From an optimization exercise on the open Yosys and OpenROAD flow, aimed at small area; shortcuts taken in it are not production practice.

## red
Design ofm_maxpool_rx, start of the top module:
module ofm_maxpool_rx #(
    parameter int unsigned DW = ofm_maxpool_rx_pkg::OFM_DW,
    parameter int unsigned N  = ofm_maxpool_rx_pkg::OFM_N
) (
    input  logic          clk,
    input  logic          rst,
    input  logic          in_valid,
    input  logic [DW-1:0] In_OFM,
    output logic          busy,
    output logic          overrun,
    output logic          out_valid,
    output logic [DW-1:0] Out_Pool
);
    localparam int unsigned PN    = N - 1;
    localparam int unsigned NS    = PN * PN;
    localparam int unsigned IDX_W = $clog2(N);
    logic               r_pool;
    logic [IDX_W-1:0]   r_row, r_col;
    logic               r_busy, r_overrun, r_out_valid;
    logic [DW-1:0]      r_out_pool;
    logic [DW-1:0]      qn [NS];       
    logic w_pool_last, w_col0, w_col_end, w_row_end;
    logic w_shift, w_rot, w_fold_end, w_fold_prev;
    logic w_s_gt_q0, w_s_gt_qt, w_h_gt_qp, w_take_s;
    logic [DW-1:0] w_hn;
    function automatic logic f_gt(input logic [DW-1:0] a, input logic [DW-1:0] bn);
        logic g;
        g = 1'b0;
        for (int i = 0; i < DW; i++)
            g = (a[i] & bn[i]) | (~(~a[i] & ~bn[i]) & g);
        f_gt = g;
    endfunction
    assign w_col0      = (r_col == '0);
    assign w_col_end   = (r_col == IDX_W'(PN));
    assign w_row_end   = (r_row == IDX_W'(PN));
    assign w_pool_last = r_pool && (r_row == '0) && w_col0;
    assign w_shift     = r_pool || (in_valid && !w_col_end && !w_row_end);
    assign w_rot       = in_valid && w_row_end && !w_col_end;
    assign w_fold_end  = in_valid && w_col_end;
    assign w_fold_prev = !r_pool && !w_col0;
    assign w_s_gt_q0 = f_gt(In_OFM, qn[0]);
    assign w_s_gt_qt = f_gt(In_OFM, qn[PN-1]);
    assign w_take_s  = w_fold_prev && w_s_gt_q0;
    assign w_hn      = w_take_s ? ~In_OFM : qn[0];
  ...
==> flow/config.mk <==
export PLATFORM = sky130hd
export DESIGN_NAME = ofm_maxpool_rx
export DESIGN_NICKNAME = ofm_maxpool_rx
export VERILOG_FILES = /design/flow/design.v
export SDC_FILE = /design/flow/constraint.sdc
export NUM_CORES = 4
export LEC_CHECK = 0
export ABC_AREA = 1
export CAP_MARGIN = 20
export CORE_MARGIN = 2
export CORE_UTILIZATION = 60
export CTS_BUF_LIST = sky130_fd_sc_hd__clkbuf_8
export CTS_CLUSTER_DIAMETER = 80
export CTS_CLUSTER_SIZE = 16
export SLEW_MARGIN = 20
==> flow/constraint.sdc <==
create_clock -name core_clock -period 10.0 [get_ports {clk}]
set_input_delay 2.0000 -clock core_clock [delete_from_list [all_inputs] [get_ports {clk}]]
set_output_delay 2.0000 -clock core_clock [all_outputs]
set_load 0.01 [all_outputs]
standard.sh (not shown) runs the stock make flow with config.mk's settings and CLKGATE_MAP_FILE= SYNTH_SCRIPT=/design/flow/synth_recipe.tcl, a recipe that flattens the netlist after the stock synthesis.
==> flow/flow/run.sh <==
#!/bin/bash
# Own layout flow: the standard ORFS flow (standard.sh) with two changes.
#  - Synthesis is the standard flow's own script (synth_recipe.tcl), but the final ABC
#    technology mapping uses an area-oriented script (flow/area.abc) in
#    place of ORFS's abc_area.script. Registers are untouched (ABC maps
#    only the combinational logic).
#  - Port buffers are the smallest buffer cell (buf_1).
# Each tool's full output is in standard.log (make, yosys, openroad).
set -euo pipefail
W=$(pwd)
export FLOW_ABC_SCRIPT="$W/flow/area.abc"
export FLOW_SYNTH_TCL="$W/synth_recipe.tcl"
bash standard.sh "SYNTH_SCRIPT=$W/flow/synth.tcl" \
    "BUFFER_PORTS_ARGS=-buffer_cell sky130_fd_sc_hd__buf_1" finish > standard.log 2>&1
==> flow/flow/area.abc <==
strash
dch -f
map -D 5500
topo
stime -c
buffer -c
upsize -c -D 5500
dnsize -c -D 5500
==> flow/flow/synth.tcl <==
# synth_recipe.tcl with one change: the abc call that maps the logic to
# cells runs flow/area.abc instead of the script ORFS passes with -script.
proc abc {args} {
  set i [lsearch -exact $args -script]
  if { $i >= 0 } { lset args [expr { $i + 1 }] $::env(FLOW_ABC_SCRIPT) }
  puts "abc wrapper: [join $args { }]"
  yosys abc {*}$args
}
source $::env(FLOW_SYNTH_TCL)
Looking at the reports, red completed the entire flow and the layout it produced met the timing, design-rule and antenna checks.
### red -> blue
==> flow/flow/area.abc <==
&get -n
&st
&syn2
&dch -f
&nf -R 1000
&put
topo
--- outcome ---
Completing all stages was not enough for blue: its layout failed the final checks because of setup timing.
sky130_fd_sc_hd__buf_4 as the standard cell with the maximum stage delay on the critical path was reported by red, and sky130_fd_sc_hd__maj3_4 by blue.
Diff blue and red: sequential fraction of the synthesis area lower in red
Going from red to blue, count of endpoints failing setup in the final report climbed 71; final cell count dropped 115; period utilization climbed 31 points.
Delta (blue minus red): fill cell instance count of the final layout now smaller, critical path depth moved up, final cell area excluding filler cells went up by 1.8%, number of signal-net buffers in the layout went up.
No run of this note included a check of the RTL's function; only the layout flow was run.

[separate check: timing with driven ports]
Ports are ideal in the flow. The routed layouts listed here were re-timed in OpenROAD. Step 1, drivers: a clkbuf_16 drives clk and a buf_2 each remaining input, both assumed. Step 2 also shifts input and output timing later by t, the mid clock arrival at the registers, as if the neighbouring blocks saw the same clock. a / b / c = ideal / step 1 / step 2; a / b = the first two.
| run | t (ns) | setup WS [ns] | hold slack, ns |
|---|---|---|---|
| red | 0.667 | 1.409 / 1.424 / 0.758 | 0.403 / 0.403 / 0.403 |
| blue | 0.681 | -1.647 / -1.640 / -2.321 | 0.394 / 0.394 / 0.394 |
For blue, which loses most, drivers alone change the setup slack by +0.007 ns; drivers and shift together by -0.674 ns.
